This design comes from an exercise in tuning for a short achievable clock period and few clock cycles on the open sky130 flow, not from production work. Where RTL was checked, it was by simulation tests only, not by an equivalence proof against the original. The RTL of run 2 was laid out without a check of its function. Power is estimated from default activity; no workload was simulated.

===== flow/run.sh =====
#!/bin/bash
# synth_recipe.tcl (not shown) runs the flow's synth.tcl, then flattens the netlist and writes it again
# the make line also repeats each setting of config.mk as NAME=value (left out here)
make -C /OpenROAD-flow-scripts/flow DESIGN_CONFIG=/design/flow/config.mk WORK_HOME=/design/flow/orfs CLKGATE_MAP_FILE= SYNTH_SCRIPT=/design/flow/synth_recipe.tcl finish

===== flow/config.mk =====
export PLATFORM = sky130hd
export DESIGN_NAME = backend
export DESIGN_NICKNAME = backend
export VERILOG_FILES = /design/flow/design.v
export SDC_FILE = /design/flow/constraint.sdc
export NUM_CORES = 4
export LEC_CHECK = 0
export ABC_CLOCK_PERIOD_IN_PS = 3000
export CAP_MARGIN = 20
export CORE_MARGIN = 2
export CORE_UTILIZATION = 40
export SETUP_SLACK_MARGIN = 5
export SLEW_MARGIN = 20
export TNS_END_PERCENT = 100

===== flow/constraint.sdc =====
create_clock -name core_clock -period 8.5 [get_ports {clk}]
set_input_delay 1.7000 -clock core_clock [delete_from_list [all_inputs] [get_ports {clk}]]
set_output_delay 1.7000 -clock core_clock [all_outputs]
set_load 0.01 [all_outputs]

===== flow/design.v =====
`default_nettype none
package backend_pkg;
    localparam int unsigned xlen = 32;
    typedef logic [xlen-1:0] word_t;
    typedef logic [4:0]      reg_idx_t;
    typedef enum logic [6:0] {
        op_reg    = 7'b0110011,
        op_imm    = 7'b0010011,
        op_load   = 7'b0000011,
        op_store  = 7'b0100011,
        op_branch = 7'b1100011,
        op_jal    = 7'b1101111,
        op_jalr   = 7'b1100111,
        op_lui    = 7'b0110111,
        op_auipc  = 7'b0010111
    } opcode_e;
    typedef enum logic [3:0] {
        alu_add,
        alu_sub,
        alu_sll,
        alu_slt,
        alu_sltu,
        alu_xor,
        alu_srl,
        alu_sra,
        alu_or,
        alu_and
    } alu_op_e;
    typedef enum logic [2:0] {
        mem_byte   = 3'b000,
        mem_half   = 3'b001,
        mem_word   = 3'b010,
        mem_byte_u = 3'b100,
        mem_half_u = 3'b101
    } mem_size_e;
    typedef enum logic [1:0] {
        fwd_reg,
        fwd_mem,
        fwd_wb
    } fwd_sel_e;
endpackage
`default_nettype wire
`default_nettype none
module backend #(
    parameter logic [31:0] reset_pc = '0
) (
    input  logic        clk,
    input  logic        rst_n,
    input  logic        instruction_valid,
    input  logic [31:0] pc_in,
    input  logic [31:0] instruction,
    output logic [31:0] mem_address,
    output logic [31:0] mem_write_data,
    output logic [3:0]  mem_byte_enable,
    output logic        mem_write,
    output logic        mem_read,
    input  logic [31:0] mem_read_data,
    input  logic        mem_busy,
    output logic        stall,
    output logic        redirect,
    output logic [31:0] redirect_pc
);
    localparam logic [6:0] OP_REG    = 7'b0110011;
    localparam logic [6:0] OP_IMM    = 7'b0010011;
    localparam logic [6:0] OP_LOAD   = 7'b0000011;
    localparam logic [6:0] OP_STORE  = 7'b0100011;
    localparam logic [6:0] OP_BRANCH = 7'b1100011;
    localparam logic [6:0] OP_JAL    = 7'b1101111;
    localparam logic [6:0] OP_JALR   = 7'b1100111;
    localparam logic [6:0] OP_LUI    = 7'b0110111;
    localparam logic [6:0] OP_AUIPC  = 7'b0010111;
    localparam int R_ADD  = 0;
    localparam int R_SLT  = 1;
    localparam int R_SLTU = 2;
    localparam int R_XOR  = 3;
    localparam int R_OR   = 4;
    localparam int R_AND  = 5;
    localparam int R_SLL  = 6;
    localparam int R_SR   = 7;
    localparam int R_LINK = 8;
    localparam int NR     = 9;
    logic        stall_r, redirect_r;
    logic [31:0] redirect_pc_r;
    logic        q0_v, q1_v;
    logic [31:0] q0_pc, q1_pc, q0_ins, q1_ins;
    logic        q0_pred, q1_pred;
    logic        e_v;             
    logic        e_wr;            
    logic [4:0]  e_rd;
    logic        e_load, e_store, e_jalr;
    logic        e_may_fire;      
    logic        e_k_always, e_k_eq, e_k_ne, e_k_lt, e_k_ge, e_k_ltu, e_k_geu;
    logic [2:0]  e_f3;
    logic        e_sub, e_sra;
    logic [NR-1:0] e_rsel;
    logic [31:0] e_a, e_b, e_s;   
    logic [31:0] e_pc4, e_cand;    
    logic        m_wr, m_load, m_store;
    logic [4:0]  m_rd;
    logic [2:0]  m_f3;
    logic [31:0] m_res, m_wdata;
    logic [3:0]  m_be;
    logic        w_wr;
    logic [4:0]  w_rd;
    logic [31:0] w_data;
    logic [31:0] x_res;    
    logic [31:0] m_wbv;    
    logic [31:0] regs [1:31];
    assign stall           = stall_r;
    assign redirect        = redirect_r;
    assign redirect_pc     = redirect_pc_r;
    assign mem_address     = m_res;
    assign mem_read        = m_load;
    assign mem_write       = m_store;
    assign mem_write_data  = m_wdata;
    assign mem_byte_enable = m_be;
    logic freeze;       
    logic load_use;     
    logic d_go;         
    logic e_fire;       
    logic accept;       
    assign freeze = mem_busy && (m_load || m_store);
    logic [6:0]  in_op;
    logic        in_jal, in_pred;
    logic [31:0] in_imm_j, in_imm_b, in_target;
    assign in_op   = instruction[6:0];
    assign accept  = instruction_valid && !stall_r && !redirect_r;
    assign in_jal  = (in_op == OP_JAL);
    assign in_pred = !e_may_fire && (in_jal || ((in_op == OP_BRANCH) && instruction[31]));
    assign in_imm_j = {{12{instruction[31]}}, instruction[19:12], instruction[20], instruction[30:21], 1'b0};
    assign in_imm_b = {{20{instruction[31]}}, instruction[7], instruction[30:25], instruction[11:8], 1'b0};
    assign in_target = in_jal ? (pc_in + in_imm_j) : (pc_in + in_imm_b);
    logic pop;
    logic [1:0] occ_next;
    assign pop = q0_v && d_go;
    always_comb begin
        occ_next = 2'({1'b0, q0_v} + {1'b0, q1_v} + {1'b0, accept} - {1'b0, pop});
    end
    always_ff @(posedge clk or negedge rst_n) begin
        if (!rst_n) begin
            q0_v       <= 1'b0;
            q1_v       <= 1'b0;
            stall_r    <= 1'b0;
            redirect_r <= 1'b0;
        end else begin
            if (e_fire) begin
                q0_v <= 1'b0;
                q1_v <= 1'b0;
            end else begin
                if (!q0_v || pop) begin
                    q0_v <= q1_v || accept;
                    q1_v <= q1_v && accept;
                end else begin
                    q1_v <= q1_v || accept;
                end
            end
            stall_r    <= !e_fire && (occ_next == 2'd2);
            redirect_r <= e_fire || (accept && in_pred);
        end
    end
    always_ff @(posedge clk) begin
        if (!q0_v || pop) begin
            if (q1_v) begin
                q0_pc   <= q1_pc;
                q0_ins  <= q1_ins;
                q0_pred <= q1_pred;
            end else begin
                q0_pc   <= pc_in;
                q0_ins  <= instruction;
                q0_pred <= in_pred;
            end
        end
        if (!q1_v || (!q0_v || pop)) begin
            q1_pc   <= pc_in;
            q1_ins  <= instruction;
            q1_pred <= in_pred;
        end
    end
    logic [6:0]  d_op;
    logic [2:0]  d_f3;
    logic [4:0]  d_rs1, d_rs2, d_rd;
    logic [31:0] d_imm_i, d_imm_s, d_imm_b, d_imm_u, d_imm_j;
    logic        d_use1, d_use2, d_wr, d_load, d_store, d_branch, d_jal, d_jalr;
    logic        d_a_pc, d_a_zero, d_b_imm, d_sub, d_sra;
    logic [31:0] d_imm;
    logic [NR-1:0] d_rsel;
    logic [31:0] d_rv1, d_rv2;
    assign d_op    = q0_ins[6:0];
    assign d_f3    = q0_ins[14:12];
    assign d_rs1   = q0_ins[19:15];
    assign d_rs2   = q0_ins[24:20];
    assign d_rd    = q0_ins[11:7];
    assign d_imm_i = {{20{q0_ins[31]}}, q0_ins[31:20]};
    assign d_imm_s = {{20{q0_ins[31]}}, q0_ins[31:25], q0_ins[11:7]};
    assign d_imm_b = {{20{q0_ins[31]}}, q0_ins[7], q0_ins[30:25], q0_ins[11:8], 1'b0};
    assign d_imm_u = {q0_ins[31:12], 12'b0};
    assign d_imm_j = {{12{q0_ins[31]}}, q0_ins[19:12], q0_ins[20], q0_ins[30:21], 1'b0};
    function automatic logic [NR-1:0] rsel_of(logic [2:0] f3);
        rsel_of = '0;
        case (f3)
            3'b000:  rsel_of[R_ADD]  = 1'b1;
            3'b001:  rsel_of[R_SLL]  = 1'b1;
            3'b010:  rsel_of[R_SLT]  = 1'b1;
            3'b011:  rsel_of[R_SLTU] = 1'b1;
            3'b100:  rsel_of[R_XOR]  = 1'b1;
            3'b101:  rsel_of[R_SR]   = 1'b1;
            3'b110:  rsel_of[R_OR]   = 1'b1;
            default: rsel_of[R_AND]  = 1'b1;
        endcase
    endfunction
    always_comb begin
        d_use1   = 1'b0;
        d_use2   = 1'b0;
        d_wr     = 1'b0;
        d_load   = 1'b0;
        d_store  = 1'b0;
        d_branch = 1'b0;
        d_jal    = 1'b0;
        d_jalr   = 1'b0;
        d_a_pc   = 1'b0;
        d_a_zero = 1'b0;
        d_b_imm  = 1'b1;
        d_sub    = 1'b0;
        d_sra    = 1'b0;
        d_imm    = d_imm_i;
        d_rsel   = '0;
        d_rsel[R_ADD] = 1'b1;
        case (d_op)
            OP_REG: begin
                d_use1  = 1'b1;
                d_use2  = 1'b1;
                d_wr    = 1'b1;
                d_b_imm = 1'b0;
                d_rsel  = rsel_of(d_f3);
                d_sub   = (q0_ins[30] && (d_f3 == 3'b000)) || (d_f3[2:1] == 2'b01);
                d_sra   = q0_ins[30];
            end
            OP_IMM: begin
                d_use1 = 1'b1;
                d_wr   = 1'b1;
                d_rsel = rsel_of(d_f3);
                d_sub  = (d_f3[2:1] == 2'b01);
                d_sra  = q0_ins[30];
            end
            OP_LOAD: begin
                d_use1 = 1'b1;
                d_wr   = 1'b1;
                d_load = 1'b1;
            end
            OP_STORE: begin
                d_use1  = 1'b1;
                d_use2  = 1'b1;
                d_store = 1'b1;
                d_imm   = d_imm_s;
            end
            OP_BRANCH: begin
                d_use1   = 1'b1;
                d_use2   = 1'b1;
                d_branch = 1'b1;
                d_b_imm  = 1'b0;
                d_sub    = 1'b1;
                d_imm    = d_imm_b;
            end
            OP_JAL: begin
                d_wr   = 1'b1;
                d_jal  = 1'b1;
                d_imm  = d_imm_j;
                d_rsel = '0;
                d_rsel[R_LINK] = 1'b1;
            end
            OP_JALR: begin
                d_use1 = 1'b1;
                d_wr   = 1'b1;
                d_jalr = 1'b1;
                d_rsel = '0;
                d_rsel[R_LINK] = 1'b1;
            end
            OP_LUI: begin
                d_wr     = 1'b1;
                d_a_zero = 1'b1;
                d_imm    = d_imm_u;
            end
            OP_AUIPC: begin
                d_wr   = 1'b1;
                d_a_pc = 1'b1;
                d_imm  = d_imm_u;
            end
            default: ;
        endcase
        if (d_rd == 5'd0) d_wr = 1'b0;
        if (d_rs1 == 5'd0) d_use1 = 1'b0;
        if (d_rs2 == 5'd0) d_use2 = 1'b0;
    end
    function automatic logic [31:0] rf_read(logic [4:0] idx);
        if (idx == 5'd0)
            rf_read = '0;
        else if (w_wr && (w_rd == idx))
            rf_read = w_data;
        else
            rf_read = regs[idx];
    endfunction
    assign d_rv1 = rf_read(d_rs1);
    assign d_rv2 = rf_read(d_rs2);
    logic d_fa_m, d_fa_w, d_fb_m, d_fb_w;
    assign d_fa_m = d_use1 && e_v && e_wr && (e_rd == d_rs1);
    assign d_fa_w = d_use1 && m_wr && (m_rd == d_rs1) && !d_fa_m;
    assign d_fb_m = d_use2 && e_v && e_wr && (e_rd == d_rs2);
    assign d_fb_w = d_use2 && m_wr && (m_rd == d_rs2) && !d_fb_m;
    assign load_use = q0_v && e_v && e_load && ((d_fa_m) || (d_fb_m));
    assign d_go     = !freeze && !load_use;
    logic d_k_always, d_k_eq, d_k_ne, d_k_lt, d_k_ge, d_k_ltu, d_k_geu;
    always_comb begin
        d_k_always = d_jalr || (d_jal && !q0_pred);
        d_k_eq  = 1'b0;
        d_k_ne  = 1'b0;
        d_k_lt  = 1'b0;
        d_k_ge  = 1'b0;
        d_k_ltu = 1'b0;
        d_k_geu = 1'b0;
        if (d_branch) begin
            case (d_f3)
                3'b000: if (q0_pred) d_k_ne  = 1'b1; else d_k_eq  = 1'b1;
                3'b001: if (q0_pred) d_k_eq  = 1'b1; else d_k_ne  = 1'b1;
                3'b100: if (q0_pred) d_k_ge  = 1'b1; else d_k_lt  = 1'b1;
                3'b101: if (q0_pred) d_k_lt  = 1'b1; else d_k_ge  = 1'b1;
                3'b110: if (q0_pred) d_k_geu = 1'b1; else d_k_ltu = 1'b1;
                3'b111: if (q0_pred) d_k_ltu = 1'b1; else d_k_geu = 1'b1;
                default: d_k_always = q0_pred;
            endcase
        end
    end
    always_ff @(posedge clk or negedge rst_n) begin
        if (!rst_n) begin
            e_v        <= 1'b0;
            e_wr       <= 1'b0;
            e_load     <= 1'b0;
            e_store    <= 1'b0;
            e_jalr     <= 1'b0;
            e_may_fire <= 1'b0;
            e_k_always <= 1'b0;
            e_k_eq     <= 1'b0;
            e_k_ne     <= 1'b0;
            e_k_lt     <= 1'b0;
            e_k_ge     <= 1'b0;
            e_k_ltu    <= 1'b0;
            e_k_geu    <= 1'b0;
        end else if (!freeze) begin
            if (e_fire || !q0_v || load_use) begin
                e_v        <= 1'b0;
                e_wr       <= 1'b0;
                e_load     <= 1'b0;
                e_store    <= 1'b0;
                e_jalr     <= 1'b0;
                e_may_fire <= 1'b0;
                e_k_always <= 1'b0;
                e_k_eq     <= 1'b0;
                e_k_ne     <= 1'b0;
                e_k_lt     <= 1'b0;
                e_k_ge     <= 1'b0;
                e_k_ltu    <= 1'b0;
                e_k_geu    <= 1'b0;
            end else begin
                e_v        <= 1'b1;
                e_wr       <= d_wr;
                e_load     <= d_load;
                e_store    <= d_store;
                e_jalr     <= d_jalr;
                e_may_fire <= d_branch || d_jalr || (d_jal && !q0_pred);
                e_k_always <= d_k_always;
                e_k_eq     <= d_k_eq;
                e_k_ne     <= d_k_ne;
                e_k_lt     <= d_k_lt;
                e_k_ge     <= d_k_ge;
                e_k_ltu    <= d_k_ltu;
                e_k_geu    <= d_k_geu;
            end
        end
    end
    always_ff @(posedge clk) begin
        if (d_go) begin
            e_rd     <= d_rd;
            e_f3     <= d_f3;
            e_sub    <= d_sub;
            e_sra    <= d_sra;
            e_rsel   <= d_rsel;
            e_a      <= d_fa_m ? x_res : (d_fa_w ? m_wbv : (d_a_pc ? q0_pc : (d_a_zero ? 32'd0 : d_rv1)));
            e_b      <= d_b_imm ? d_imm : (d_fb_m ? x_res : (d_fb_w ? m_wbv : d_rv2));
            e_s      <= d_fb_m ? x_res : (d_fb_w ? m_wbv : d_rv2);
            e_pc4    <= q0_pc + 32'd4;
            e_cand   <= (d_branch && q0_pred) ? q0_pc + 32'd4 : q0_pc + d_imm;
        end
    end
    logic [31:0] x_a, x_b, x_s, x_bn, x_sum;
    logic        x_lt, x_ltu, x_eq;
    logic [31:0] x_sll, x_sr;
    logic [NR-1:0] x_rsel;
    assign x_a = e_a;
    assign x_b = e_b;
    assign x_s = e_s;
    assign x_bn = e_sub ? ~x_b : x_b;
    assign x_sum = x_a + x_bn + {31'd0, e_sub};
    assign x_ltu = x_a < x_b;
    assign x_lt  = (x_a[31] ^ x_b[31]) ? x_a[31] : x_ltu;
    assign x_eq  = (x_a == x_b);
    assign x_sll = x_a << x_b[4:0];
    assign x_sr  = 32'($signed({e_sra && x_a[31], x_a}) >>> x_b[4:0]);
    always_comb begin
        x_res = ({32{e_rsel[R_ADD]}}  & x_sum)
              | ({32{e_rsel[R_SLT]}}  & {31'd0, x_lt})
              | ({32{e_rsel[R_SLTU]}} & {31'd0, x_ltu})
              | ({32{e_rsel[R_XOR]}}  & (x_a ^ x_b))
              | ({32{e_rsel[R_OR]}}   & (x_a | x_b))
              | ({32{e_rsel[R_AND]}}  & (x_a & x_b))
              | ({32{e_rsel[R_SLL]}}  & x_sll)
              | ({32{e_rsel[R_SR]}}   & x_sr)
              | ({32{e_rsel[R_LINK]}} & e_pc4);
    end
    assign e_fire = !freeze && (e_k_always
                                || (e_k_eq  && x_eq)  || (e_k_ne  && !x_eq)
                                || (e_k_lt  && x_lt)  || (e_k_ge  && !x_lt)
                                || (e_k_ltu && x_ltu) || (e_k_geu && !x_ltu));
    always_ff @(posedge clk) begin
        if (e_may_fire)
            redirect_pc_r <= e_jalr ? {x_sum[31:1], 1'b0} : e_cand;
        else
            redirect_pc_r <= in_target;
    end
    logic [31:0] x_wdata;
    logic [3:0]  x_be;
    always_comb begin
        case (e_f3[1:0])
            2'b00: begin
                x_wdata = {4{x_s[7:0]}};
                x_be    = 4'b0001 << x_sum[1:0];
            end
            2'b01: begin
                x_wdata = {2{x_s[15:0]}};
                x_be    = x_sum[1] ? 4'b1100 : 4'b0011;
            end
            default: begin
                x_wdata = x_s;
                x_be    = 4'b1111;
            end
        endcase
    end
    always_ff @(posedge clk or negedge rst_n) begin
        if (!rst_n) begin
            m_wr    <= 1'b0;
            m_load  <= 1'b0;
            m_store <= 1'b0;
        end else if (!freeze) begin
            m_wr    <= e_wr;
            m_load  <= e_load;
            m_store <= e_store;
        end
    end
    always_ff @(posedge clk) begin
        if (!freeze) begin
            m_rd    <= e_rd;
            m_f3    <= e_f3;
            m_res   <= x_res;
            m_wdata <= x_wdata;
            m_be    <= x_be;
        end
    end
    logic [31:0] m_shifted, m_ldata;
    assign m_shifted = mem_read_data >> {m_res[1:0], 3'b000};
    assign m_wbv = m_load ? m_ldata : m_res;
    always_comb begin
        case (m_f3)
            3'b000:  m_ldata = {{24{m_shifted[7]}}, m_shifted[7:0]};
            3'b100:  m_ldata = {24'd0, m_shifted[7:0]};
            3'b001:  m_ldata = {{16{m_shifted[15]}}, m_shifted[15:0]};
            3'b101:  m_ldata = {16'd0, m_shifted[15:0]};
            default: m_ldata = mem_read_data;
        endcase
    end
    always_ff @(posedge clk or negedge rst_n) begin
        if (!rst_n)
            w_wr <= 1'b0;
        else if (!freeze)
            w_wr <= m_wr;
    end
    always_ff @(posedge clk) begin
        if (!freeze) begin
            w_rd   <= m_rd;
            w_data <= m_wbv;
        end
    end
    always_ff @(posedge clk) begin
        if (w_wr)
            regs[w_rd] <= w_data;
    end
endmodule
`default_nettype wire

==> qor.yml, run 1 <==
syn_to_final_growth_pct: 25.3
max-cap-violations: 0
cp-start-kind: "primary input"
finalClockSkew_ns: 0.0593
track_usage_pct: 29.8
holdBufCountCts: 0
wl_per_cell_microns: 35.1
stdcell_count: 8759
grt_pass1_vias: 54400
critPathKind: "in2reg"
drt-initial-drc-count: 7289
synthTopCellsByArea: "edfxtp_1 54%, mux4_2 17%, ha_1 3.0%"
drive_gt1_share_pct: 35.0
synthFlopType: "edfxtp_1"
crit_top_cell: "buf_6"
n_fill_cell: 16200
synth_nets: 5708
yosysTopAreaCell: "edfxtp_1"
worst-slew-pin-transition_ns: 1.23
cts-buffers-inserted: 159
hold_viol: 0
period_needed_ns: 4.25
slowest_stage: "buf_4"
p_leak_nw: 34.4
comb_power_share_pct: 23.5
timing.fmax_mhz: 235
ir_drop_uv: 248
grt_max_degree: 101
cp_num_buf_inv: 25
design_power_total_mw: 21.6
routed-via-count: 56100
synth.cell_area_sq_um: 78700
p_sw_share_pct: 30.6
yosysSeqAreaShare_pct: 55.7
detail-route-antenna-nets: 0
postRouteWirelength_mm: 307
slew_violations: 0
final_nets: 6294
cts_buffer_depth: 3
hp-class: "reg2reg"
drc: 0
port_buffers: 203
yosysWarningCount: 1
finalWeightedCongestion: 1.00
grt-ovfl-total: 0
synth_edf_count: 1414
critPathTopFamily: "buffers and inverters"
cts_tree: "done"
die_x_microns: 448
row_count: 162
io_pins: 204
cts_root_buf: "clkbuf_16"
clock-sinks: 1477
syn_area_per_cell_sq_um: 14.5
grt_setup_unrepaired: "yes"
ys_types: 86
largest_reg_flops: 992
synthArstFlopShare_pct: 1.42
synthCells: 5414
layout_commonest_cell: "edfxtp_1"
start_util_pct: 40.3
clk_latency_ns: 0.85
path_clk_slew_ns: 0.06
core-area_sq_um: 195000
top_register: "regs"
antenna_found_initial: 11
dr.pass1.iters: 6
pwr-share-clk_pct: 31.7
post-route-cell-area_sq_um: 98700
die_h_microns: 448
p_switching_mw: 6.63
worstPathMaxFanout: 3
grt_pass1_wl_mm: 419
dp.cells: 7987
placedInstanceArea_sq_um: 84400
power.internal_mw: 15.0
h-tree-depth: 4
dp.final_hpwl_mm: 187
power.density_nw_per_um2: 219
fin_tns_setup_ns: 0
p_seq_share_pct: 44.8
viasPerCell: 6.40
yosys.area.top_type_share_pct: 53.9
finalCritPeriodShare_pct: 50.1
worstPathArrival_ns: 5.02
max_stage_delay_ns: 0.20
cp.required_ns: 9.27
endpoint_kind: "flop"
slew_headroom_pct: 18.2
setup_viol: 0
layout_common_cells: "1414 x edfxtp_1, 589 x mux4_2, 372 x buf_4"
die_area_sq_um: 200000
outcome: "complete, no violations"
synth-seq-cells: 1477
-- synth_stat cells (28+ instances only) --
cell and n:
nor3_1 49, nand3_1 50, clkbuf_1 288, xor2_1 102, xnor2_1 73, dfxtp_1 42
a211oi_1 224, and3_1 28, buf_2 64, a221oi_1 56, edfxtp_1 1414, nor2_1 334
mux4_2 589, ha_1 190, o21ai_0 293, nand2_1 307, o211ai_1 38, inv_1 143
mux2_2 141, a21o_1 67, mux2i_1 208, a21oi_1 248
-- per-stage QoR --
| step | setup WS, ns | hold WS [ns] | util [%] |
|---|---|---|---|
| 2_1_floorplan | 3.16 | 0.400 | - |
| 3_3_place_gp | 2.51 | 0.452 | 43.2 |
| 3_5_place_dp | 2.55 | 0.445 | 43.2 |
| 4_1_cts | 4.35 | 0.459 | 49.1 |
| 5_1_grt | 4.13 | 0.470 | 50.5 |
| 6_report | 4.25 | 0.460 | 50.6 |
-- layout make-up --
| cell class | instances | area [sq um] | share of cell area [%] |
|---|---|---|---|
| sequential | 1477 | 43900 | 44.5 |
| multi-input combinational | 3403 | 37200 | 37.7 |
| timing repair buffer | 811 | 8540 | 8.65 |
| clock buffer | 198 | 4190 | 4.24 |
| tap | 2624 | 3280 | 3.33 |
| clock inverter | 94 | 937 | 0.950 |
| inverter | 147 | 606 | 0.614 |
| antenna | 4 | 10.0 | 0.0101 |
| timing repair inverter | 1 | 8.76 | 0.00888 |
-- power by group through the flow --
stage / registers (mW) / logic [mW] / clock network [mW]
2_1_floorplan: 9.64 / 1.87 / 0
3_3_place_gp: 10.1 / 3.21 / 0
3_5_place_dp: 10.2 / 3.22 / 0
4_1_cts: 9.91 / 4.19 / 6.93
5_1_grt: 9.70 / 5.29 / 7.20
6_report: 9.69 / 5.09 / 6.86
-- final timing paths --
check	depth (start not counted)	start	slack [ns]	end
worst max-delay path	29	instruction[4]	4.25	redirect_r$_DFF_PN0_
worst min-delay path	1	e_cand[0]$_DFFE_PP_	0.46	redirect_pc_r[0]$_DFF_P_
worst max register to register	16	e_sub$_DFFE_PP_	4.56	e_b[25]$_DFFE_PP_
worst min register to register	1	e_cand[0]$_DFFE_PP_	0.46	redirect_pc_r[0]$_DFF_P_
max in group asynchronous	1	rst_n	7.25	e_jalr$_DFFE_PN0N_
min in group asynchronous	1	rst_n	0.85	w_wr$_DFFE_PN0N_
-- per-layer routing --
layer	share of wire, %	global-route usage, %	vias up
met5	0.011	0	-
li1	-	-	23000
met3	9.1	6.25	809
met2	47	47.3	3212
met4	7.9	19.7	6
met1	36	37.0	29100
-- cell families after synthesis --
kind of cell               share of synthesized area, %
DFF                                                55.7
adders and majority gates                          3.12
buffers and inverters                              2.71
AOI/OAI and AO/OA                                  9.76
xor gates and xnor gates                           1.95
muxes                                              21.5
and+or+nand+nor                                    5.29
-- timing repair --
action,CTS,global route
cloned,24,5
buffers inserted,302,127
pin swaps,193,180
endpoints found under the setup margin,547,432
gates resized for setup,776,295
Testbench counts, summed over its fixed seeds: cycles 8,765.
==> run 2: changes to the inputs <==
--- a/flow/design.v
+++ b/flow/design.v
@@ -79,11 +79,50 @@
     localparam int R_SR   = 7;
     localparam int R_LINK = 8;
     localparam int NR     = 9;
+    function automatic logic [18:0] inc19(logic [18:0] x);
+        for (int i = 0; i < 19; i++) inc19[i] = x[i] ^ ((x & ((19'd1 << i) - 19'd1)) == ((19'd1 << i) - 19'd1));
+    endfunction
+    function automatic logic [18:0] dec19(logic [18:0] x);
+        for (int i = 0; i < 19; i++) dec19[i] = x[i] ^ ((x & ((19'd1 << i) - 19'd1)) == 19'd0);
+    endfunction
+    function automatic logic [10:0] inc11(logic [10:0] x);
+        for (int i = 0; i < 11; i++) inc11[i] = x[i] ^ ((x & ((11'd1 << i) - 11'd1)) == ((11'd1 << i) - 11'd1));
+    endfunction
+    function automatic logic [10:0] dec11(logic [10:0] x);
+        for (int i = 0; i < 11; i++) dec11[i] = x[i] ^ ((x & ((11'd1 << i) - 11'd1)) == 11'd0);
+    endfunction
+    function automatic logic [31:0] target_b(logic [31:0] pc, logic [31:0] ins);
+        logic [13:0] lo;
+        logic [18:0] hi;
+        lo = {1'b0, pc[12:0]} + {1'b0, ins[31], ins[7], ins[30:25], ins[11:8], 1'b0};
+        if (lo[13] == ins[31])
+            hi = pc[31:13];
+        else if (lo[13])
+            hi = inc19(pc[31:13]);
+        else
+            hi = dec19(pc[31:13]);
+        target_b = {hi, lo[12:0]};
+    endfunction
+    function automatic logic [31:0] target_j(logic [31:0] pc, logic [31:0] ins);
+        logic [21:0] lo;
+        logic [10:0] hi;
+        lo = {1'b0, pc[20:0]} + {1'b0, ins[31], ins[19:12], ins[20], ins[30:21], 1'b0};
+        if (lo[21] == ins[31])
+            hi = pc[31:21];
+        else if (lo[21])
+            hi = inc11(pc[31:21]);
+        else
+            hi = dec11(pc[31:21]);
+        target_j = {hi, lo[20:0]};
+    endfunction
     logic        stall_r, redirect_r;
     logic [31:0] redirect_pc_r;
     logic        q0_v, q1_v;
     logic [31:0] q0_pc, q1_pc, q0_ins, q1_ins;
     logic        q0_pred, q1_pred;
+    logic        q0_btb, q1_btb;      
+    logic        bt_v, bt_pend;
+    logic [31:0] bt_key, bt_jpc, bt_tgt, bt_ins;
     logic        e_v;             
     logic        e_wr;            
     logic [4:0]  e_rd;
@@ -121,41 +160,47 @@
     logic accept;       
     assign freeze = mem_busy && (m_load || m_store);
     logic [6:0]  in_op;
-    logic        in_jal, in_pred;
-    logic [31:0] in_imm_j, in_imm_b, in_target;
+    logic        in_jal, in_jump, in_pred;
+    logic [31:0] in_target;
+    logic        push, push_pred, bt_take;
+    logic        bt_match, bt_hit, d_may_fire;
     assign in_op   = instruction[6:0];
     assign accept  = instruction_valid && !stall_r && !redirect_r;
     assign in_jal  = (in_op == OP_JAL);
-    assign in_pred = !e_may_fire && (in_jal || ((in_op == OP_BRANCH) && instruction[31]));
-    assign in_imm_j = {{12{instruction[31]}}, instruction[19:12], instruction[20], instruction[30:21], 1'b0};
-    assign in_imm_b = {{20{instruction[31]}}, instruction[7], instruction[30:25], instruction[11:8], 1'b0};
-    assign in_target = in_jal ? (pc_in + in_imm_j) : (pc_in + in_imm_b);
-    logic pop;
-    logic [1:0] occ_next;
-    assign pop = q0_v && d_go;
-    always_comb begin
-        occ_next = 2'({1'b0, q0_v} + {1'b0, q1_v} + {1'b0, accept} - {1'b0, pop});
-    end
+    assign in_jump = in_jal || ((in_op == OP_BRANCH) && instruction[31]);
+    assign in_pred = !e_may_fire && in_jump;
+    assign in_target = in_jal ? target_j(pc_in, instruction) : target_b(pc_in, instruction);
+    assign bt_take   = bt_pend && instruction_valid && !stall_r;
+    assign push      = accept || bt_take;
+    assign push_pred = bt_pend || in_pred;
+    logic pop, full_next;
+    assign pop       = q0_v && d_go;
+    assign full_next = q0_v && !pop && (q1_v || push);
+    assign bt_match = bt_v && (pc_in == bt_key);
+    assign bt_hit   = accept && bt_match && !in_jump && !e_may_fire && !d_may_fire
+                      && (!q0_v || d_go);
     always_ff @(posedge clk or negedge rst_n) begin
         if (!rst_n) begin
             q0_v       <= 1'b0;
             q1_v       <= 1'b0;
             stall_r    <= 1'b0;
             redirect_r <= 1'b0;
+            bt_pend    <= 1'b0;
         end else begin
             if (e_fire) begin
                 q0_v <= 1'b0;
                 q1_v <= 1'b0;
             end else begin
                 if (!q0_v || pop) begin
-                    q0_v <= q1_v || accept;
-                    q1_v <= q1_v && accept;
+                    q0_v <= q1_v || push;
+                    q1_v <= q1_v && push;
                 end else begin
-                    q1_v <= q1_v || accept;
+                    q1_v <= q1_v || push;
                 end
             end
-            stall_r    <= !e_fire && (occ_next == 2'd2);
-            redirect_r <= e_fire || (accept && in_pred);
+            stall_r    <= !e_fire && full_next;
+            redirect_r <= e_fire || (accept && in_pred) || bt_hit || (bt_pend && !bt_take);
+            bt_pend    <= bt_hit;
         end
     end
     always_ff @(posedge clk) begin
@@ -164,16 +209,19 @@
                 q0_pc   <= q1_pc;
                 q0_ins  <= q1_ins;
                 q0_pred <= q1_pred;
+                q0_btb  <= q1_btb;
             end else begin
                 q0_pc   <= pc_in;
                 q0_ins  <= instruction;
-                q0_pred <= in_pred;
+                q0_pred <= push_pred;
+                q0_btb  <= bt_pend;
             end
         end
         if (!q1_v || (!q0_v || pop)) begin
             q1_pc   <= pc_in;
             q1_ins  <= instruction;
-            q1_pred <= in_pred;
+            q1_pred <= push_pred;
+            q1_btb  <= bt_pend;
         end
     end
     logic [6:0]  d_op;
@@ -232,14 +280,13 @@
                 d_wr    = 1'b1;
                 d_b_imm = 1'b0;
                 d_rsel  = rsel_of(d_f3);
-                d_sub   = (q0_ins[30] && (d_f3 == 3'b000)) || (d_f3[2:1] == 2'b01);
+                d_sub   = q0_ins[30] && (d_f3 == 3'b000);
                 d_sra   = q0_ins[30];
             end
             OP_IMM: begin
                 d_use1 = 1'b1;
                 d_wr   = 1'b1;
                 d_rsel = rsel_of(d_f3);
-                d_sub  = (d_f3[2:1] == 2'b01);
                 d_sra  = q0_ins[30];
             end
             OP_LOAD: begin
@@ -258,7 +305,6 @@
                 d_use2   = 1'b1;
                 d_branch = 1'b1;
                 d_b_imm  = 1'b0;
-                d_sub    = 1'b1;
                 d_imm    = d_imm_b;
             end
             OP_JAL: begin
@@ -308,6 +354,27 @@
     assign d_fb_w = d_use2 && m_wr && (m_rd == d_rs2) && !d_fb_m;
     assign load_use = q0_v && e_v && e_load && ((d_fa_m) || (d_fb_m));
     assign d_go     = !freeze && !load_use;
+    assign d_may_fire = q0_v && (d_branch || d_jal || d_jalr || q0_btb);
+    logic d_bad, bt_alloc;
+    assign d_bad    = q0_btb && (q0_ins != bt_ins);
+    assign bt_alloc = q0_v && q0_pred && !q0_btb && (d_jal || d_branch)
+                      && !bt_pend && !(q1_v && q1_btb);
+    always_ff @(posedge clk or negedge rst_n) begin
+        if (!rst_n)
+            bt_v <= 1'b0;
+        else if (bt_alloc)
+            bt_v <= 1'b1;
+        else if (q0_v && d_go && d_bad)
+            bt_v <= 1'b0;
+    end
+    always_ff @(posedge clk) begin
+        if (bt_alloc) begin
+            bt_key <= q0_pc - 32'd4;
+            bt_jpc <= q0_pc;
+            bt_tgt <= d_branch ? target_b(q0_pc, q0_ins) : target_j(q0_pc, q0_ins);
+            bt_ins <= q0_ins;
+        end
+    end
     logic d_k_always, d_k_eq, d_k_ne, d_k_lt, d_k_ge, d_k_ltu, d_k_geu;
     always_comb begin
         d_k_always = d_jalr || (d_jal && !q0_pred);
@@ -359,6 +426,20 @@
                 e_k_ge     <= 1'b0;
                 e_k_ltu    <= 1'b0;
                 e_k_geu    <= 1'b0;
+            end else if (d_bad) begin
+                e_v        <= 1'b1;
+                e_wr       <= 1'b0;
+                e_load     <= 1'b0;
+                e_store    <= 1'b0;
+                e_jalr     <= 1'b0;
+                e_may_fire <= 1'b1;
+                e_k_always <= 1'b1;
+                e_k_eq     <= 1'b0;
+                e_k_ne     <= 1'b0;
+                e_k_lt     <= 1'b0;
+                e_k_ge     <= 1'b0;
+                e_k_ltu    <= 1'b0;
+                e_k_geu    <= 1'b0;
             end else begin
                 e_v        <= 1'b1;
                 e_wr       <= d_wr;
@@ -383,22 +464,24 @@
             e_sub    <= d_sub;
             e_sra    <= d_sra;
             e_rsel   <= d_rsel;
-            e_a      <= d_fa_m ? x_res : (d_fa_w ? m_wbv : (d_a_pc ? q0_pc : (d_a_zero ? 32'd0 : d_rv1)));
-            e_b      <= d_b_imm ? d_imm : (d_fb_m ? x_res : (d_fb_w ? m_wbv : d_rv2));
+            e_a      <= d_fa_m ? x_res
+                                : (d_fa_w ? m_wbv : (d_a_pc ? q0_pc : (d_a_zero ? 32'd0 : d_rv1)));
+            e_b      <= (d_fb_m && !d_b_imm) ? (x_res ^ {32{d_sub}})
+                                : ((d_b_imm ? d_imm : (d_fb_w ? m_wbv : d_rv2)) ^ {32{d_sub}});
             e_s      <= d_fb_m ? x_res : (d_fb_w ? m_wbv : d_rv2);
             e_pc4    <= q0_pc + 32'd4;
-            e_cand   <= (d_branch && q0_pred) ? q0_pc + 32'd4 : q0_pc + d_imm;
+            e_cand   <= d_bad ? q0_pc
+                        : (d_branch ? (q0_pred ? q0_pc + 32'd4 : target_b(q0_pc, q0_ins)) : target_j(q0_pc, q0_ins));
         end
     end
-    logic [31:0] x_a, x_b, x_s, x_bn, x_sum;
+    logic [31:0] x_a, x_b, x_s, x_sum;
     logic        x_lt, x_ltu, x_eq;
     logic [31:0] x_sll, x_sr;
     logic [NR-1:0] x_rsel;
     assign x_a = e_a;
     assign x_b = e_b;
     assign x_s = e_s;
-    assign x_bn = e_sub ? ~x_b : x_b;
-    assign x_sum = x_a + x_bn + {31'd0, e_sub};
+    assign x_sum = x_a + x_b + {31'd0, e_sub};
     assign x_ltu = x_a < x_b;
     assign x_lt  = (x_a[31] ^ x_b[31]) ? x_a[31] : x_ltu;
     assign x_eq  = (x_a == x_b);
@@ -422,6 +505,10 @@
     always_ff @(posedge clk) begin
         if (e_may_fire)
             redirect_pc_r <= e_jalr ? {x_sum[31:1], 1'b0} : e_cand;
+        else if (bt_pend)
+            redirect_pc_r <= bt_jpc;
+        else if (bt_match && !in_jump)
+            redirect_pc_r <= bt_tgt;
         else
             redirect_pc_r <= in_target;
     end
==> run 2 against run 1 <==
  * Still clean on timing, DRC and antenna
  * Maximum frequency increased by 14%
  * Synthesized cell count rose by 17%
  * Sequential share of layout area up 0.75 points
  * Register-to-register slack better by 0.22 ns
  * Cell area is 6.9% higher
  * Die area is 11% higher
  * Area after synthesis increased by 11%
  * Setup slack improved by 0.54 ns
  * First-iteration DRC count up 16%
  * Routed wire length rose by 12%
  * Cell count up 12%
  * Sequential power rose by 5%
  * Critical endpoint is now e_b[30]$_DFFE_PP_
==> qor.yml, run 2 <==
cts_root_buf: "clkbuf_16"
slowest_stage: "a211oi_4"
fin_tns_setup_ns: 0  # unchanged
dr.pass1.iters: 6  # unchanged
max_stage_delay_ns: 0.41  # +0.21 ns
drc: 0  # unchanged
synthTopCellsByArea: "edfxtp_1 53%, mux4_2 16%, mux2i_1 2.5%"
hold_viol: 0  # unchanged
top_register: "regs"
finalWeightedCongestion: 0.975  # -2.8%
ys_types: 105  # +22%
drive_gt1_share_pct: 30.2  # -4.8 points
h-tree-depth: 4  # unchanged
yosys-top-cells-count: "1540 x edfxtp_1, 611 x mux4_2, 466 x nor2_1"
grt_setup_unrepaired: "yes"
timing.fmax_mhz: 269  # +14%
cts_tree: "done"
max-cap-violations: 0  # unchanged
drt-initial-drc-count: 8483  # +16%
largest_reg_flops: 992  # unchanged
hp-class: "reg2reg"
holdBufCountCts: 0  # unchanged
p_leak_nw: 36.4  # +5.7%
yosysWarningCount: 1  # unchanged
worstPathMaxFanout: 7  # +4
synthAdderAreaFrac_pct: 2.30  # -0.82 points
viasPerCell: 6.54  # +2.1%
yosys.area.top_type_share_pct: 52.9  # -1.0 points
cts-buffers-inserted: 173  # +8.8%
setup_slack_ns: 4.78  # +0.535 ns
crit_top_cell: "fa_2"
postRouteWirelength_mm: 345  # +12%
syn_to_final_growth_pct: 20.7
die_x_microns: 471  # +5.3%
finalClockSkew_ns: 0.0940  # +0.0347 ns
antenna_found_initial: 17  # +6
finalCritPeriodShare_pct: 43.8  # -6.3 points
grt-ovfl-total: 0  # unchanged
endpoint_kind: "flop"
worstPathArrival_ns: 4.32  # -0.70 ns
cp.required_ns: 9.10  # -0.17 ns
clock-sinks: 1605  # +8.7%
critPathTopFamily: "compound AO/OA/AOI/OAI gates"
slew_headroom_pct: 17.6  # -0.58 points
synth_nets: 6618  # +16%
synthArstFlopShare_pct: 1.43  # +0.011 points
row_count: 171  # +5.6%
detail-route-antenna-nets: 0  # unchanged
die_h_microns: 471  # +5.3%
pre_cts_ws_ns: 2.73  # +0.187 ns
start_util_pct: 40.3  # -0.087 points
synth_top_family_by_area: "multiplexers"
synth_compound_area_share_pct: 10.3  # +0.57 points
slew_violations: 0  # unchanged
design_power_total_mw: 22.8  # +5.4%
outcome: "complete, no violations"
port_buffers: 203  # unchanged
track_usage_pct: 30.0  # +0.15 points
synthCells: 6361  # +17%
path_clk_slew_ns: 0.07  # about the same
worst-slew-pin-transition_ns: 1.23  # +0.00728 ns
clk_latency_ns: 0.87  # +0.02 ns
layout_commonest_cell: "edfxtp_1"
die_area_sq_um: 222000  # +11%
synth-simple-area-share_pct: 7.19  # +1.9 points
syn_area_per_cell_sq_um: 13.7  # -5.5%
yosysMostFrequentCell: "edfxtp_1"
power.density_nw_per_um2: 216  # -1.4%
final_nets: 7050  # +12%
grt_max_degree: 104  # +3.0%
setup_viol: 0  # unchanged
crit_chain: "buf_12 -> fa_2 -> inv_2 -> fa_2 -> nand2b_4 -> a21o_4 -> a211o_4 -> a211oi_4 -> o211ai_1 -> a211o_1 -> nand4_1 -> and2_4 -> a211oi_2"
period_needed_ns: 3.72  # -0.535 ns
critPathKind: "reg2reg"
cp-start-kind: "flop"
ir_drop_uv: 192  # -23%
layout_common_cells: "1540 x edfxtp_1, 611 x mux4_2, 417 x nor2_1"
io_pins: 204  # unchanged
whs_ns: 0.425  # -0.0344 ns
synth_xor_area_share_pct: 2.67  # +0.72 points
grt_pass1_wl_mm: 473  # +13%
wl_per_cell_microns: 35.2  # +0.33%
synthFlopType: "edfxtp_1"
final_core_util_pct: 48.6  # -2.0 points
cts_buffer_depth: 3  # unchanged
synth_edf_count: 1540  # +8.9%
synth.area.mux_share_pct: 19.8  # -1.7 points
grt_pass1_vias: 62000  # +14%
yosysSeqAreaShare_pct: 54.5  # -1.1 points
synth.cell_area_sq_um: 87400  # +11%
cp_num_buf_inv: 2  # -92%
routed-via-count: 64100  # +14%
synth-seq-cells: 1605  # +8.7%
dp.final_hpwl_mm: 220  # +18%
core-area_sq_um: 217000  # +11%
yosysTopAreaCell: "edfxtp_1"
[run 2: changes by cell type in the layout (fill, tap and decap cells not counted), sizes merged, moves of 74 or more]
cell / delta
nand2: +112
edfxtp: +126
nor2: +134
a21oi: +79
clkdlybuf4s50: -74
xnor2: +80
a211oi: -106
[run 2: cell type report]
class	instances	area (sq um)
Antenna cell	10	25.0
Clock buffer	215	4560
Clock inverter	107	1090
Fill cell	18600	112000
Inverter	164	667
Multi-Input combinational cell	4105	40400
Sequential cell	1605	47700
Tap cell	2854	3570
Timing Repair Buffer	742	7480
Timing Repair inverter	2	10.0
[run 2: logic make-up (layout without fill, tap and decap cells)]
logic type	count (synthesis)	count (layout)
DFF	1605	1605
adders and majority gates	157	157
buffers and inverters	656	1230
and+or+nand+nor	1378	1383
muxes	952	952
other	0	10
xor gates and xnor gates	266	266
AOI/OAI and AO/OA	1347	1347
[run 2: path summary, 6_finish.rpt]
check,start,endpoint,slack (ns),depth (start not counted)
worst max-delay path,e_b[0]$_DFFE_PP_,e_b[30]$_DFFE_PP_,4.78,13
worst min-delay path,e_f3[2]$_DFFE_PP_,m_f3[2]$_DFFE_PN_,0.43,0
worst max register to register,e_b[0]$_DFFE_PP_,e_b[30]$_DFFE_PP_,4.78,13
worst min register to register,e_f3[2]$_DFFE_PP_,m_f3[2]$_DFFE_PN_,0.43,0
max in group asynchronous,rst_n,m_load$_DFFE_PN0N_,6.91,2
min in group asynchronous,rst_n,redirect_r$_DFF_PN0_,1.24,2
[run 2: metrics by stage]
stage / instances / cell area, sq um
floorplan: 6361 / 88100
global placement: 9094 / 93100
detailed placement: 9096 / 93100
CTS: 9661 / 103000
global route: 9795 / 106000
finish: 9804 / 106000
[run 2: where the power goes]
group / internal (mW) / leakage, nW / switching (mW) / total (mW)
clock network: 4.16 / 2.72 / 3.37 / 7.54
logic: 1.98 / 18.5 / 3.08 / 5.06
registers: 9.62 / 15.2 / 0.605 / 10.2
total: 15.8 / 36.4 / 7.06 / 22.8
[run 2: worst register-to-register path, stage by stage (launching register included)]
cell	delay (ns)
edfxtp_1	0.40
buf_12	0.13
fa_2	0.21
inv_2	0.04
fa_2	0.34
nand2b_4	0.16
a21o_4	0.24
a211o_4	0.39
a211oi_4	0.41
o211ai_1	0.25
a211o_1	0.38
nand4_1	0.25
and2_4	0.22
a211oi_2	0.05
[run 2: repair_timing]
item                       in CTS  in global routing
setup endpoints to repair     749                473
cloned                         18                 13
pin swaps                     108                118
gates resized for setup       684                239
buffers inserted              225                109
[run 2: metal layers]
layer  global-route usage [%]  wire length [microns]
met1                     37.7                 127000
met2                     47.9                 161000
met3                     6.14                  31800
met4                     17.9                  25500
met5                        0                     75
==> run 3: changes to the inputs <==
--- a/flow/design.v
+++ b/flow/design.v
@@ -129,6 +129,8 @@
     logic        e_load, e_store, e_jalr;
     logic        e_may_fire;      
     logic        e_k_always, e_k_eq, e_k_ne, e_k_lt, e_k_ge, e_k_ltu, e_k_geu;
+    logic        e_kill;
+    logic        ev, ewr, eload, estore, emay;
     logic [2:0]  e_f3;
     logic        e_sub, e_sra;
     logic [NR-1:0] e_rsel;
@@ -168,7 +170,7 @@
     assign accept  = instruction_valid && !stall_r && !redirect_r;
     assign in_jal  = (in_op == OP_JAL);
     assign in_jump = in_jal || ((in_op == OP_BRANCH) && instruction[31]);
-    assign in_pred = !e_may_fire && in_jump;
+    assign in_pred = !emay && in_jump;
     assign in_target = in_jal ? target_j(pc_in, instruction) : target_b(pc_in, instruction);
     assign bt_take   = bt_pend && instruction_valid && !stall_r;
     assign push      = accept || bt_take;
@@ -177,7 +179,7 @@
     assign pop       = q0_v && d_go;
     assign full_next = q0_v && !pop && (q1_v || push);
     assign bt_match = bt_v && (pc_in == bt_key);
-    assign bt_hit   = accept && bt_match && !in_jump && !e_may_fire && !d_may_fire
+    assign bt_hit   = accept && bt_match && !in_jump && !emay && !d_may_fire
                       && (!q0_v || d_go);
     always_ff @(posedge clk or negedge rst_n) begin
         if (!rst_n) begin
@@ -348,11 +350,11 @@
     assign d_rv1 = rf_read(d_rs1);
     assign d_rv2 = rf_read(d_rs2);
     logic d_fa_m, d_fa_w, d_fb_m, d_fb_w;
-    assign d_fa_m = d_use1 && e_v && e_wr && (e_rd == d_rs1);
+    assign d_fa_m = d_use1 && ewr && (e_rd == d_rs1);
     assign d_fa_w = d_use1 && m_wr && (m_rd == d_rs1) && !d_fa_m;
-    assign d_fb_m = d_use2 && e_v && e_wr && (e_rd == d_rs2);
+    assign d_fb_m = d_use2 && ewr && (e_rd == d_rs2);
     assign d_fb_w = d_use2 && m_wr && (m_rd == d_rs2) && !d_fb_m;
-    assign load_use = q0_v && e_v && e_load && ((d_fa_m) || (d_fb_m));
+    assign load_use = q0_v && eload && ((d_fa_m) || (d_fb_m));
     assign d_go     = !freeze && !load_use;
     assign d_may_fire = q0_v && (d_branch || d_jal || d_jalr || q0_btb);
     logic d_bad, bt_alloc;
@@ -412,7 +414,7 @@
             e_k_ltu    <= 1'b0;
             e_k_geu    <= 1'b0;
         end else if (!freeze) begin
-            if (e_fire || !q0_v || load_use) begin
+            if (!q0_v || load_use) begin
                 e_v        <= 1'b0;
                 e_wr       <= 1'b0;
                 e_load     <= 1'b0;
@@ -487,9 +489,10 @@
     assign x_eq  = (x_a == x_b);
     assign x_sll = x_a << x_b[4:0];
     assign x_sr  = 32'($signed({e_sra && x_a[31], x_a}) >>> x_b[4:0]);
+    logic [31:0] x_other;
+    assign x_res = e_rsel[R_ADD] ? x_sum : x_other;
     always_comb begin
-        x_res = ({32{e_rsel[R_ADD]}}  & x_sum)
-              | ({32{e_rsel[R_SLT]}}  & {31'd0, x_lt})
+        x_other = ({32{e_rsel[R_SLT]}}  & {31'd0, x_lt})
               | ({32{e_rsel[R_SLTU]}} & {31'd0, x_ltu})
               | ({32{e_rsel[R_XOR]}}  & (x_a ^ x_b))
               | ({32{e_rsel[R_OR]}}   & (x_a | x_b))
@@ -498,12 +501,23 @@
               | ({32{e_rsel[R_SR]}}   & x_sr)
               | ({32{e_rsel[R_LINK]}} & e_pc4);
     end
-    assign e_fire = !freeze && (e_k_always
+    assign ev     = e_v && !e_kill;
+    assign ewr    = e_wr && !e_kill;
+    assign eload  = e_load && !e_kill;
+    assign estore = e_store && !e_kill;
+    assign emay   = e_may_fire && !e_kill;
+    always_ff @(posedge clk or negedge rst_n) begin
+        if (!rst_n)
+            e_kill <= 1'b0;
+        else if (!freeze)
+            e_kill <= e_fire;
+    end
+    assign e_fire = !freeze && !e_kill && (e_k_always
                                 || (e_k_eq  && x_eq)  || (e_k_ne  && !x_eq)
                                 || (e_k_lt  && x_lt)  || (e_k_ge  && !x_lt)
                                 || (e_k_ltu && x_ltu) || (e_k_geu && !x_ltu));
     always_ff @(posedge clk) begin
-        if (e_may_fire)
+        if (emay)
             redirect_pc_r <= e_jalr ? {x_sum[31:1], 1'b0} : e_cand;
         else if (bt_pend)
             redirect_pc_r <= bt_jpc;
@@ -536,9 +550,9 @@
             m_load  <= 1'b0;
             m_store <= 1'b0;
         end else if (!freeze) begin
-            m_wr    <= e_wr;
-            m_load  <= e_load;
-            m_store <= e_store;
+            m_wr    <= ewr;
+            m_load  <= eload;
+            m_store <= estore;
         end
     end
     always_ff @(posedge clk) begin
==> run 3 against run 2 <==
  * Count of clock-buffer cells in the layout fell by 5
  * Sequential cell count did not move
  * Setup slack improved by 0.054 ns
  * Worst hold slack improved by 0.047 ns
  * Register-to-register slack improved by 0.10 ns
  * Cell count fell by 1.6%
  * Sequential power barely moved
  * Area after synthesis fell by 1.4%
  * Critical path depth fell by 3
==> qor.yml, run 3 <==
drc: 0  # unchanged
start_util_pct: 40.2  # -0.050 points
synthCells: 6221  # -2.2%
syn_area_per_cell_sq_um: 13.9  # +0.82%
seq_area_sq_um: 47700  # about the same
yosysWarningCount: 1  # unchanged
finalClockSkew_ns: 0.0916  # -0.00244 ns
worst-slew-pin-transition_ns: 1.14  # -0.0908 ns
ir_drop_uv: 199  # +3.2%
yosys-top-cells-count: "1540 x edfxtp_1, 600 x mux4_2, 444 x nand2_1"
synth_edf_count: 1540  # unchanged
fin_tns_setup_ns: 0  # unchanged
synth_nets: 6478  # -2.1%
holdBufCountCts: 0  # unchanged
hp-class: "reg2reg"
h-tree-depth: 4  # unchanged
setup_viol: 0  # unchanged
n_fill_cell: 18200  # -2.2%
detail-route-antenna-nets: 0  # unchanged
multi_input_area_sq_um: 40000  # -1.1%
routed-via-count: 62300  # -2.8%
grt-ovfl-total: 0  # unchanged
layout_commonest_cell: "edfxtp_1"
endpoint_kind: "flop"
yosysTopAreaCell: "edfxtp_1"
critPathKind: "in2reg"
viasPerCell: 6.46  # -1.2%
whs_ns: 0.473  # +0.0474 ns
synthTopCellsByArea: "edfxtp_1 54%, mux4_2 16%, mux2i_1 2.7%"
slew_headroom_pct: 23.9  # +6.2 points
dp.final_hpwl_mm: 211  # -4.3%
dr.pass1.iters: 10  # +4
synthAdderAreaFrac_pct: 2.33  # +0.033 points
cp.required_ns: 9.27  # +0.17 ns
grt_pass1_wl_mm: 459  # -3.1%
cp-start-kind: "primary input"
synthArstFlopShare_pct: 1.43  # unchanged
yosysSeqAreaShare_pct: 55.3  # +0.77 points
crit_top_cell: "or3_4"
path_clk_slew_ns: 0.07  # about the same
finalWeightedCongestion: 0.979  # +0.38%
worstPathMaxFanout: 9  # +2
core-area_sq_um: 214000  # -1.3%
synth.area.mux_share_pct: 20.2  # +0.35 points
synth-simple-area-share_pct: 6.67  # -0.52 points
row_count: 170  # -0.58%
antenna_found_initial: 24  # +7
slew_violations: 0  # unchanged
ys_types: 88  # -16%
grt_setup_unrepaired: "yes"
clk_latency_ns: 0.87  # about the same
hold_viol: 0  # unchanged
cts_tree: "done"
clock-sinks: 1605  # unchanged
die_h_microns: 468  # -0.69%
track_usage_pct: 29.8  # -0.24 points
synth.cell_area_sq_um: 86200  # -1.4%
period_needed_ns: 3.67  # -0.0538 ns
post-route-cell-area_sq_um: 105000  # -0.27%
placedInstanceArea_sq_um: 92300  # -0.92%
power.density_nw_per_um2: 227  # +5.0%
port_buffers: 203  # unchanged
synth_compound_area_share_pct: 9.71  # -0.61 points
cts_buffer_depth: 3  # unchanged
finalCritPeriodShare_pct: 43.1  # -0.63 points
p_leak_nw: 36.4  # about the same
grt_max_degree: 179  # +72%
wl_per_cell_microns: 34.7  # -1.3%
cts_root_buf: "clkbuf_16"
synth-seq-cells: 1605  # unchanged
yosys.area.top_type_share_pct: 53.7  # +0.75 points
max-cap-violations: 0  # unchanged
postRouteWirelength_mm: 335  # -2.9%
drt-initial-drc-count: 8913  # +5.1%
max_stage_delay_ns: 0.40  # about the same
worstPathArrival_ns: 4.44  # +0.12 ns
largest_reg_flops: 992  # unchanged
syn_to_final_growth_pct: 22.1
layout_common_cells: "1540 x edfxtp_1, 600 x mux4_2, 432 x nand2_1"
synth_top_family_by_area: "multiplexers"
crit_chain: "buf_4 -> or3_4 -> or2_4 -> or3_4 -> or3_4 -> or3_4 -> or3_4 -> a31oi_2 -> xnor2_1 -> a221oi_2"
top_register: "regs"
die_area_sq_um: 219000  # -1.4%
final_nets: 6910  # -2.0%
grt_pass1_vias: 59500  # -3.9%
drive_gt1_share_pct: 31.7  # +1.6 points
synthFlopType: "edfxtp_1"
outcome: "complete, no violations"
cts-buffers-inserted: 176  # +1.7%
timing.fmax_mhz: 273  # +1.5%
synth_xor_area_share_pct: 2.88  # +0.21 points
die_x_microns: 468  # -0.69%
yosysMostFrequentCell: "edfxtp_1"
slowest_stage: "or3_4"
io_pins: 204  # unchanged
## run 3: changes by cell type in the layout (fill, tap and decap cells not counted), sizes merged, moves of 19 or more
cell,change
o211ai,-19
nor2,-62
o21ai,-19
nor3,-28
a211o,-24
xor2,+20
a22oi,+23
o22ai,-30
nand4,-22
nand2,+28
a21oi,+56
a21o,+21
nand3,-31
## run 3: layout make-up
class / instances / share of cell area, %
Inverter: 162 / 0.609
Sequential cell: 1605 / 45.3
Clock inverter: 116 / 1.22
Antenna cell: 8 / 0.0190
Timing Repair Buffer: 731 / 7.08
Timing Repair inverter: 1 / 0.00476
Clock buffer: 210 / 4.38
Multi-Input combinational cell: 3976 / 38.0
Tap cell: 2838 / 3.37
## run 3: logic make-up (layout without fill, tap and decap cells)
family                     after synthesis  after routing
AOI/OAI and AO/OA                     1293           1295
muxes                                  970            970
DFF                                   1605           1605
xor gates and xnor gates               283            283
and+or+nand+nor                       1267           1271
other                                    0              8
buffers and inverters                  646           1220
adders and majority gates              157            157
## run 3: final timing paths
path                              startpoint                         to  slack (ns)  cells after the start
max reg2reg                 e_a[6]$_DFFE_PP_          e_b[19]$_DFFE_PP_        4.88                     13
min reg2reg                e_f3[2]$_DFFE_PP_          m_f3[2]$_DFFE_PN_        0.47                      0
min                        e_f3[2]$_DFFE_PP_          m_f3[2]$_DFFE_PN_        0.47                      0
max in group asynchronous              rst_n         m_load$_DFFE_PN0N_        6.95                      2
max                                pc_in[22]  redirect_pc_r[31]$_DFF_P_        4.83                     10
min in group asynchronous              rst_n        m_store$_DFFE_PN0N_        1.24                      2
## run 3: metrics by stage
step	setup WS [ns]	power [mW]	util, %	instances
detailed placement	2.87	14.9	43.0	8958
floorplan	2.40	12.7	-	6221
finish	4.83	23.9	49.1	9647
CTS	4.89	23.4	47.8	9515
global placement	2.88	14.9	43.0	8956
global route	4.78	24.5	49.1	9641
## run 3: metal layers
metal	share of wire (%)	global-route usage (%)	vias up
met5	0.020	0	-
met4	6.6	16.2	10
met3	9.4	5.51	808
met2	47	47.1	3775
met1	37	38.8	32200
li1	-	-	25500
## run 3: worst max-delay path: cells and delay by family
family                    cells  cell delay (ns)
AOI/OAI and AO/OA             2             0.45
and+or+nand+nor               6             2.04
buffers and inverters         1             0.15
xor gates and xnor gates      1             0.12
## run 3: timing repair
item                                    in CTS  in global routing
endpoints found under the setup margin     673                478
gates resized for setup                    652                369
pin swaps                                   86                119
setup buffers                              213                 92
cloned                                      18                 15
## run 3: power by group
| part | internal [mW] | switching, mW | total, mW |
|---|---|---|---|
| logic | 2.18 | 3.31 | 5.50 |
| clock network | 4.49 | 3.38 | 7.88 |
| registers | 9.79 | 0.716 | 10.5 |
Testbench counts of run 3, summed over its fixed seeds: cycles 8,606.
==> run 4: changes to the inputs <==
--- a/flow/design.v
+++ b/flow/design.v
@@ -160,6 +160,8 @@
     logic d_go;         
     logic e_fire;       
     logic accept;       
+    logic d_fuse;       
+    logic d_fire;       
     assign freeze = mem_busy && (m_load || m_store);
     logic [6:0]  in_op;
     logic        in_jal, in_jump, in_pred;
@@ -170,7 +172,7 @@
     assign accept  = instruction_valid && !stall_r && !redirect_r;
     assign in_jal  = (in_op == OP_JAL);
     assign in_jump = in_jal || ((in_op == OP_BRANCH) && instruction[31]);
-    assign in_pred = !emay && in_jump;
+    assign in_pred = !emay && !d_fuse && in_jump;
     assign in_target = in_jal ? target_j(pc_in, instruction) : target_b(pc_in, instruction);
     assign bt_take   = bt_pend && instruction_valid && !stall_r;
     assign push      = accept || bt_take;
@@ -189,7 +191,7 @@
             redirect_r <= 1'b0;
             bt_pend    <= 1'b0;
         end else begin
-            if (e_fire) begin
+            if (e_fire || d_fire) begin
                 q0_v <= 1'b0;
                 q1_v <= 1'b0;
             end else begin
@@ -200,8 +202,8 @@
                     q1_v <= q1_v || push;
                 end
             end
-            stall_r    <= !e_fire && full_next;
-            redirect_r <= e_fire || (accept && in_pred) || bt_hit || (bt_pend && !bt_take);
+            stall_r    <= !e_fire && !d_fire && full_next;
+            redirect_r <= e_fire || d_fire || (accept && in_pred) || bt_hit || (bt_pend && !bt_take);
             bt_pend    <= bt_hit;
         end
     end
@@ -448,10 +450,10 @@
                 e_load     <= d_load;
                 e_store    <= d_store;
                 e_jalr     <= d_jalr;
-                e_may_fire <= d_branch || d_jalr || (d_jal && !q0_pred);
+                e_may_fire <= (d_branch && !d_fuse) || d_jalr || (d_jal && !q0_pred);
                 e_k_always <= d_k_always;
-                e_k_eq     <= d_k_eq;
-                e_k_ne     <= d_k_ne;
+                e_k_eq     <= d_k_eq && !d_fuse;
+                e_k_ne     <= d_k_ne && !d_fuse;
                 e_k_lt     <= d_k_lt;
                 e_k_ge     <= d_k_ge;
                 e_k_ltu    <= d_k_ltu;
@@ -501,6 +503,13 @@
               | ({32{e_rsel[R_SR]}}   & x_sr)
               | ({32{e_rsel[R_LINK]}} & e_pc4);
     end
+    logic [31:0] z_r;
+    logic        x_zero;
+    assign z_r    = x_a ^ x_b;
+    assign x_zero = (z_r[0] == e_sub) && (z_r[31:1] == (x_a[30:0] | x_b[30:0]));
+    assign d_fuse = q0_v && d_branch && (d_f3[2:1] == 2'b00) && (d_rs2 == 5'd0)
+                    && d_fa_m && e_rsel[R_ADD] && !bt_pend;
+    assign d_fire = d_fuse && d_go && ((d_f3[0] ? !x_zero : x_zero) != q0_pred);
     assign ev     = e_v && !e_kill;
     assign ewr    = e_wr && !e_kill;
     assign eload  = e_load && !e_kill;
@@ -519,6 +528,8 @@
     always_ff @(posedge clk) begin
         if (emay)
             redirect_pc_r <= e_jalr ? {x_sum[31:1], 1'b0} : e_cand;
+        else if (d_fuse)
+            redirect_pc_r <= q0_pred ? q0_pc + 32'd4 : target_b(q0_pc, q0_ins);
         else if (bt_pend)
             redirect_pc_r <= bt_jpc;
         else if (bt_match && !in_jump)
==> run 4 against run 3 <==
  * Routed wire length up 7.7%
  * Critical path depth up 2
  * Critical endpoint is now redirect_r$_DFF_PN0_
  * Combinational power shrank 3%
  * Largest power group unchanged
  * Clock skew is 0.013 ns lower
  * First-iteration DRC count grew 1.3%
  * Still clean
  * Largest cell class unchanged
==> qor.yml, run 4 <==
n_fill_cell: 18800  # +3.4%
yosys-top-cells-count: "1540 x edfxtp_1, 604 x mux4_2, 472 x nor2_1"
power.density_nw_per_um2: 219  # -3.6%
synthCells: 6442  # +3.6%
rr_endpoint: "redirect_r$_DFF_PN0_"
yosys.area.top_type_share_pct: 52.6  # -1.1 points
setup_viol: 0  # unchanged
yosysSeqAreaShare_pct: 54.2  # -1.1 points
slew_headroom_pct: 23.4  # -0.45 points
synthTopCellsByArea: "edfxtp_1 53%, mux4_2 15%, mux2i_1 2.6%"
drc: 0  # unchanged
cts_root_buf: "clkbuf_16"
io_pins: 204  # unchanged
worst-slew-pin-transition_ns: 1.15  # +0.00676 ns
cts-buffers-inserted: 176  # unchanged
endpoint_kind: "flop"
synthFlopType: "edfxtp_1"
port_buffers: 203  # unchanged
viasPerCell: 6.57  # +1.7%
die_area_sq_um: 224000  # +2.1%
dr.pass1.iters: 12  # +2
finalClockSkew_ns: 0.0785  # -0.0131 ns
cts_tree: "done"
post-route-cell-area_sq_um: 108000  # +2.4%
worstPathArrival_ns: 4.44  # about the same
synth_compound_area_share_pct: 10.3  # +0.64 points
final_nets: 7203  # +4.2%
finalWeightedCongestion: 0.995  # +1.6%
pre_cts_ws_ns: 3.06  # +0.189 ns
layout_common_cells: "1540 x edfxtp_1, 604 x mux4_2, 476 x buf_4"
max_stage_delay_ns: 0.53  # +0.13 ns
max-cap-violations: 0  # unchanged
clk_latency_ns: 0.88  # about the same
fin_tns_setup_ns: 0  # unchanged
synth_top_family_by_area: "multiplexers"
die_x_microns: 473  # +1.0%
hold_depth: 0  # unchanged
critPathKind: "reg2reg"
synth-seq-cells: 1605  # unchanged
clock-sinks: 1605  # unchanged
row_count: 172  # +1.2%
ys_types: 103  # +17%
detail-route-antenna-nets: 0  # unchanged
slew_violations: 0  # unchanged
p_leak_nw: 37.5  # +3.1%
crit_chain: "inv_2 -> ha_4 -> or4_4 -> nor4_4 -> and4b_2 -> and3_4 -> o311a_4 -> nor3_2 -> mux2i_1 -> a41oi_2 -> buf_4 -> or4_1"
synth-simple-area-share_pct: 7.35  # +0.68 points
whs_ns: 0.456  # -0.0166 ns
timing.fmax_mhz: 270  # -1.0%
timing.rr.start: "e_a[27]$_DFFE_PP_"
syn_to_final_growth_pct: 22.5
yosysMostFrequentCell: "edfxtp_1"
die_h_microns: 473  # +1.0%
layout_commonest_cell: "edfxtp_1"
largest_reg_flops: 992  # unchanged
synthArstFlopShare_pct: 1.43  # unchanged
synth.cell_area_sq_um: 88000  # +2.1%
synthAdderAreaFrac_pct: 2.28  # -0.047 points
design_power_total_mw: 23.6  # -1.2%
yosysWarningCount: 1  # unchanged
grt_max_degree: 109  # -39%
yosysTopAreaCell: "edfxtp_1"
finalCritPeriodShare_pct: 43.6  # +0.45 points
grt-ovfl-total: 0  # unchanged
hold_viol: 0  # unchanged
synth.area.mux_share_pct: 19.6  # -0.57 points
hp-class: "reg2reg"
setup_slack_ns: 4.80  # -0.0384 ns
r2r_slack_ns: 4.80  # -0.08 ns
wl_per_cell_microns: 36.2  # +4.2%
dp.final_hpwl_mm: 229  # +8.5%
synth_nets: 6699  # +3.4%
track_usage_pct: 31.2  # +1.4 points
routed-via-count: 65500  # +5.2%
synth_edf_count: 1540  # unchanged
slowest_stage: "edfxtp_1"
min_to: "m_f3[2]$_DFFE_PN_"
outcome: "complete, no violations"
top_register: "regs"
cts_buffer_depth: 3  # unchanged
period_needed_ns: 3.70  # +0.0384 ns
cp-start-kind: "flop"
hp-start: "e_f3[2]$_DFFE_PP_"
rr_worst_depth: 12  # -1
antenna_found_initial: 25  # +4.2%
drt-initial-drc-count: 9031  # +1.3%
grt_pass1_wl_mm: 491  # +7.0%
placedInstanceArea_sq_um: 94000  # +1.9%
path_clk_slew_ns: 0.06  # about the same
worstPathMaxFanout: 3  # -6
syn_area_per_cell_sq_um: 13.7  # -1.4%
drive_gt1_share_pct: 31.7  # -0.062 points
ir_drop_uv: 182  # -8.1%
cp.required_ns: 9.23  # -0.04 ns
h-tree-depth: 4  # unchanged
synth_xor_area_share_pct: 3.15  # +0.27 points
start_util_pct: 40.2  # -0.041 points
postRouteWirelength_mm: 361  # +7.7%
grt_pass1_vias: 62700  # +5.3%
core-area_sq_um: 219000  # +2.2%
grt_setup_unrepaired: "yes"
## run 4: cell count changes in the layout (fill, tap and decap cells not counted), moves of 27 or more
cell      before  now
a211oi_1      81  144
a22oi_1       46   19
buf_4        384  476
xnor2_1      121  156
o21ai_0      200  168
nor2_1       358  424
nor3_1        47   74
nand2_1      432  375
## run 4: cell families after synthesis
family,Yosys count
fa+ha+maj,157
mux,953
xor+xnor,316
compound gates,1360
buf+inv,665
flops,1605
simple gates,1386
## run 4: worst max-delay path by stage
stage	slack [ns]	from	endpoint
after floorplan	-0.45	mem_busy	q1_btb$_DFFE_PP_
after global placement	3.07	pc_in[1]	redirect_pc_r[23]$_DFF_P_
after detailed placement	3.06	instruction[31]	redirect_pc_r[19]$_DFF_P_
after CTS	4.77	e_a[27]$_DFFE_PP_	redirect_r$_DFF_PN0_
after global routing	4.77	e_a[31]$_DFFE_PP_	redirect_r$_DFF_PN0_
final	4.80	e_a[27]$_DFFE_PP_	redirect_r$_DFF_PN0_
## run 4: routing by layer
| layer | track usage (%) | part of all wire (%) | vias up | routed length, microns |
|---|---|---|---|---|
| met1 | 40.7 | 37 | 33900 | 134000 |
| met2 | 49.2 | 46 | 4028 | 167000 |
| met5 | 0 | 0.022 | - | 78 |
| met3 | 6.01 | 9.8 | 947 | 35500 |
| li1 | - | - | 26600 | - |
| met4 | 16.7 | 6.7 | 12 | 24300 |
## run 4: where the power goes
group | switching [mW] | leakage, nW | total [mW] | internal [mW]
Clock | 3.45 | 2.85 | 7.89 | 4.44
Sequential | 0.674 | 15.2 | 10.4 | 9.69
Combinational | 3.23 | 19.4 | 5.34 | 2.11
## run 4: repair_timing
item | CTS | global route
endpoints found under the setup margin | 690 | 277
buffers inserted | 281 | 128
resized for setup | 696 | 318
pin swaps | 121 | 127
hold buffers | 0 | 0
cloned | 22 | 11
## run 4: area by class of cell
cell class	count	area [sq um]	area share, %
antenna	10	25.0	0.0232
clock buffer	212	4590	4.26
clock inverter	109	1300	1.21
inverter	156	624	0.579
multi-input combinational	4176	41600	38.6
sequential	1605	47700	44.3
tap	2871	3590	3.33
timing repair buffer	831	8310	7.71
## run 4: critical path: cells and delay by family, from the launching register on
kind / cells / cell delay, ns
fa+ha+maj: 1 / 0.23
mux: 1 / 0.20
simple gates: 6 / 1.86
buf+inv: 2 / 0.37
compound gates: 2 / 0.35
flops: 1 / 0.53
## run 4: metrics by stage
step / std cells / utilization, %
3_5_place_dp: 9182 / 42.9
3_3_place_gp: 9179 / 42.9
4_1_cts: 9806 / 47.9
6_report: 9970 / 49.2
2_1_floorplan: 6442 / -
5_1_grt: 9962 / 49.2
Testbench counts of run 4, summed over its fixed seeds: cycles 8,514.

Setup slack of run 4, layout unchanged: 4.796 ns with ideal ports, 4.796 ns with driving cells assumed (clock clkbuf_16, inputs buf_2), 4.023 ns with port delays also shifted by the 0.927 ns mid clock arrival.
